This design comes from an exercise in tuning for small area, a short achievable clock period and few clock cycles per item on the open sky130 flow, not from production work. RTL that was checked went through simulation tests only; none was proved equivalent to the original.

==> run a: inputs <==
## colour_palette_indexer
module colour_palette_indexer (
	input  logic                  clk,
	input  logic                  arst_n,
	input  logic                  s_tvalid,
	output logic                  s_tready,
	input  logic [IN_DATA_W-1:0]  s_tdata,
	input  logic                  s_tuser,
	output logic                  m_tvalid,
	input  logic                  m_tready,
	output logic [OUT_DATA_W-1:0] m_tdata
);
make LEC_CHECK=0 CAP_MARGIN=20 CELL_PAD_IN_SITES_DETAIL_PLACEMENT=1 CELL_PAD_IN_SITES_GLOBAL_PLACEMENT=2 CORE_MARGIN=2 CORE_UTILIZATION=60 PLACE_DENSITY=0.68 SLEW_MARGIN=20 SYNTH_MEMORY_MAX_BITS=8192 finish   # period 8.0 ns
run.sh (not shown) runs the stock make flow with config.mk's settings and CLKGATE_MAP_FILE= SYNTH_SCRIPT=/design/flow/synth_recipe.tcl, a recipe that flattens the netlist after the stock synthesis.
==> run b (differences from run a) <==
--- a/flow/design.v
+++ b/flow/design.v
@@ -19,19 +19,16 @@
 	input  logic                  s_tvalid,
 	output logic                  s_tready,
 	input  logic [IN_DATA_W-1:0]  s_tdata,
 	input  logic                  s_tuser,
 	output logic                  m_tvalid,
 	input  logic                  m_tready,
 	output logic [OUT_DATA_W-1:0] m_tdata
 );
-	localparam int LANES  = 8;
-	localparam int LANE_W = $clog2(LANES);
-	localparam int BLK_W  = IDX_W - LANE_W;
 	function automatic logic [GREY_W-1:0] grey_of(input logic [IDX_W-1:0] i);
 		case (i)
 			8'd1: grey_of = 8'd255;
 			8'd2: grey_of = 8'd127;
 			8'd3: grey_of = 8'd85;
 			8'd4: grey_of = 8'd63;
 			8'd5: grey_of = 8'd51;
 			8'd6: grey_of = 8'd42;
@@ -288,196 +285,110 @@
 		endcase
 	endfunction
 	logic                          k_v;
 	logic                          k_op;
 	logic [IN_DATA_W-1:0]          k_d;
 	logic                          a_v;
 	logic                          a_op;
 	logic [IN_DATA_W-1:0]          a_d;
-	logic [IDX_W-1:0]              a_pos;
-	logic [COUNT_W-1:0]                  count_q;
-	logic [IDX_W-1:0]                    off_q;
-	logic [PALETTE_DEPTH-1:0][RGB_W-1:0] ring_q;
-	logic [PALETTE_DEPTH-1:0]            rv_q;
-	logic [LANES-1:0][RGB_W-1:0]         lane_q;
-	logic [LANES-1:0]                    lv_q;
+	logic [COUNT_W-1:0]            count_q;
+	logic [PALETTE_DEPTH-1:0][RGB_W-1:0] mem_q;
 	logic                          b_v;
-	logic [IDX_W-1:0]              b_raw;
-	logic [IDX_W-1:0]              b_sub;
+	logic [IDX_W-1:0]              b_idx;
 	logic                          b_new;
 	logic                          b_drop;
 	logic                          b_ev;
 	logic [RGB_W-1:0]              b_rgb;
 	logic [COUNT_W-1:0]            b_count;
 	logic                          o_v;
 	logic [OUT_DATA_W-5:0]         o_d;
 	logic                          o_free;
 	logic                          b_free;
 	logic                          a_free;
 	logic                          a_adv;
 	logic                          full;
-	logic [COUNT_W-1:0]            cm1;
-	logic [RGB_W-1:0]              key;
-	logic [IDX_W-1:0]              slot;
-	logic [LANE_W-1:0]             ins_lane;
-	logic                          ins_v;
-	logic [RGB_W-1:0]              ins_data;
-	logic [IDX_W-1:0]              ins_slot;
-	logic [IDX_W-1:0]              ins_row;
-	logic [PALETTE_DEPTH-1:0]      ins;
-	logic                          ring_hit;
-	logic                          lane_hit;
+	logic [PALETTE_DEPTH-1:0]      match;
 	logic                          hit;
-	logic [IDX_W-1:0]              pos_enc;
-	logic [LANE_W-1:0]             lane_enc;
-	logic [RGB_W-1:0]              rd_ring;
-	logic                          rd_rv;
+	logic [IDX_W-1:0]              enc;
 	logic [RGB_W-1:0]              rd;
 	logic                          ev;
 	logic                          is_new;
-	logic                          commit;
-	logic [IDX_W-1:0]              b_idx;
 	assign s_tready = !k_v;
 	assign m_tvalid = o_v;
 	assign m_tdata  = {4'd0, o_d};
 	assign o_free = !o_v || m_tready;
 	assign b_free = !b_v || o_free;
 	assign a_free = !a_v || b_free;
 	assign a_adv  = a_v && b_free;
 	assign full   = count_q[IDX_W];
-	assign cm1    = count_q - 1'b1;
-	assign key    = a_d[RGB_W-1:0];
-	assign slot   = a_d[IN_DATA_W-1:RGB_W];
-	assign ins_lane = ~off_q[LANE_W-1:0];
-	assign ins_v    = lv_q[ins_lane];
-	assign ins_data = lane_q[ins_lane];
-	assign ins_slot = cm1[IDX_W-1:0] - IDX_W'(LANE_W'(cm1[LANE_W-1:0] - ins_lane));
-	assign ins_row  = ins_slot + off_q + 1'b1;
-	always_comb begin
-		ins = '0;
-		for (int q = 0; q < PALETTE_DEPTH; q += LANES) begin
-			ins[q] = ins_v && (ins_row[IDX_W-1:LANE_W] == BLK_W'(q / LANES));
-		end
-	end
-	always_comb begin
-		ring_hit = 1'b0;
-		pos_enc  = '0;
-		for (int p = 0; p < PALETTE_DEPTH; p++) begin
-			if (rv_q[p] && ring_q[p] == key) begin
-				ring_hit = 1'b1;
-				pos_enc  = pos_enc | IDX_W'(p);
-			end
-		end
-		lane_hit = 1'b0;
-		lane_enc = '0;
-		for (int i = 0; i < LANES; i++) begin
-			if (lv_q[i] && lane_q[i] == key) begin
-				lane_hit = 1'b1;
-				lane_enc = lane_enc | LANE_W'(i);
-			end
-		end
-	end
-	logic [PALETTE_DEPTH-1:0] rsel;
-	assign rsel  = PALETTE_DEPTH'(1) << a_pos;
-	assign rd_rv = |(rsel & rv_q);
 	always_comb begin
-		rd_ring = '0;
-		for (int p = 0; p < PALETTE_DEPTH; p++) begin
-			rd_ring = rd_ring | (rsel[p] ? ring_q[p] : '0);
+		hit = 1'b0;
+		enc = '0;
+		rd  = '0;
+		for (int r = 0; r < PALETTE_DEPTH; r++) begin
+			match[r] = (mem_q[r] == a_d[RGB_W-1:0]) && (COUNT_W'(r) < count_q);
+			hit      = hit | match[r];
+			enc      = enc | (match[r] ? IDX_W'(r) : '0);
+			rd       = rd | ((a_d[IN_DATA_W-1:RGB_W] == IDX_W'(r)) ? mem_q[r] : '0);
 		end
 	end
-	assign hit    = ring_hit || lane_hit;
-	assign rd     = rd_rv ? rd_ring : lane_q[slot[LANE_W-1:0]];
-	assign ev     = (COUNT_W'(slot) < count_q);
+	assign ev     = (COUNT_W'(a_d[IN_DATA_W-1:RGB_W]) < count_q);
 	assign is_new = !hit && !full;
-	assign commit = a_adv && a_op == OP_CLASSIFY && is_new;
-	assign b_idx  = b_raw - b_sub;
 	always_ff @(posedge clk) begin
-		for (int p = 0; p < PALETTE_DEPTH; p++) begin
-			if (ins[p]) begin
-				ring_q[p] <= ins_data;
-			end else begin
-				ring_q[p] <= ring_q[(p + PALETTE_DEPTH - 1) % PALETTE_DEPTH];
+		for (int r = 0; r < PALETTE_DEPTH; r++) begin
+			if (!full && count_q[IDX_W-1:0] == IDX_W'(r)) begin
+				mem_q[r] <= a_d[RGB_W-1:0];
 			end
 		end
-		if (!full) begin
-			lane_q[count_q[LANE_W-1:0]] <= key;
-		end
 	end
 	always_ff @(posedge clk) begin
 		if (!k_v) begin
 			k_d  <= s_tdata;
 			k_op <= s_tuser;
 		end
 		if (a_free) begin
-			a_d   <= k_v ? k_d : s_tdata;
-			a_op  <= k_v ? k_op : s_tuser;
-			a_pos <= (k_v ? k_d[IN_DATA_W-1:RGB_W] : s_tdata[IN_DATA_W-1:RGB_W]) + off_q + 1'b1;
-		end else begin
-			a_pos <= a_pos + 1'b1;
+			a_d  <= k_v ? k_d : s_tdata;
+			a_op <= k_v ? k_op : s_tuser;
 		end
 		if (b_free) begin
 			if (a_op == OP_READ) begin
-				b_raw  <= '0;
-				b_sub  <= '0;
+				b_idx  <= '0;
 				b_new  <= 1'b0;
 				b_drop <= 1'b0;
 				b_ev   <= ev;
 				b_rgb  <= ev ? rd : '0;
 			end else begin
-				if (ring_hit) begin
-					b_raw <= pos_enc;
-					b_sub <= off_q;
-				end else if (lane_hit) begin
-					b_raw <= cm1[IDX_W-1:0];
-					b_sub <= IDX_W'(LANE_W'(cm1[LANE_W-1:0] - lane_enc));
-				end else begin
-					b_raw <= full ? '0 : count_q[IDX_W-1:0];
-					b_sub <= '0;
-				end
+				b_idx  <= hit ? enc : (full ? '0 : count_q[IDX_W-1:0]);
 				b_new  <= is_new;
 				b_drop <= !hit && full;
 				b_ev   <= 1'b0;
 				b_rgb  <= '0;
 			end
 			b_count <= count_q + COUNT_W'(a_op == OP_CLASSIFY && is_new);
 		end
 		if (o_free) begin
-			o_d <= {b_count, b_ev, b_rgb, b_drop, b_new, grey_of(b_idx), b_idx};
+			o_d <= {b_count, b_ev, b_rgb,
+				b_drop, b_new, grey_of(b_idx), b_idx};
 		end
 	end
 	always_ff @(posedge clk or negedge arst_n) begin
 		if (!arst_n) begin
 			k_v     <= 1'b0;
 			a_v     <= 1'b0;
 			b_v     <= 1'b0;
 			o_v     <= 1'b0;
 			count_q <= '0;
-			off_q   <= '0;
-			rv_q    <= '0;
-			lv_q    <= '0;
 		end else begin
 			if (k_v) begin
 				if (a_free) k_v <= 1'b0;
 			end else begin
 				k_v <= s_tvalid && !a_free;
 			end
 			if (a_free) a_v <= k_v || s_tvalid;
 			if (b_free) b_v <= a_v;
 			if (o_free) o_v <= b_v;
-			if (commit) begin
+			if (a_adv && a_op == OP_CLASSIFY && is_new) begin
 				count_q <= count_q + 1'b1;
 			end
-			off_q <= off_q + 1'b1;
-			for (int p = 0; p < PALETTE_DEPTH; p++) begin
-				rv_q[p] <= ins[p] || rv_q[(p + PALETTE_DEPTH - 1) % PALETTE_DEPTH];
-			end
-			for (int i = 0; i < LANES; i++) begin
-				if (commit && count_q[LANE_W-1:0] == LANE_W'(i)) begin
-					lv_q[i] <= 1'b1;
-				end else if (ins_v && ins_lane == LANE_W'(i)) begin
-					lv_q[i] <= 1'b0;
-				end
-			end
 		end
 	end
 endmodule
Settings changed: CORE_UTILIZATION 60 to 25, PLACE_DENSITY 0.68 to 0.35.
==> notes <==
- Run a stopped in global routing on GRT-0116. Run b ended with an error in global routing.
- Against run b, the synthesized cell count of run a is larger by about 11%.
- Against run b, the area after synthesis of run a is smaller by 10%.
==> figures <==
item                                                                run b           run a
Run status                                                 did not finish  did not finish
Last stage reached                                         global routing  global routing
Number of placed instances with taps included                       40400           29800
Gp weighted congestion                                               1.43            2.32
Max Buffers Root-to-Sink                                                5               4
Y dimension of the die                                            1.10 mm          677 um
Post-synthesis mux area share                                      0.141%           4.34%
Synthesized instance count                                          21200           23700
Worst setup timing slack at the placement stage                 -0.379 ns        0.315 ns
Number of flops mapped to enable cells by yosys                      6273             329
Fraction of the mapped netlist area in simple logic gates           7.26%           8.59%
Testbench counts of run b, summed over its fixed seeds: cycles 4,012, items 4,000.
For run a, only the layout was checked, not whether the RTL still works.
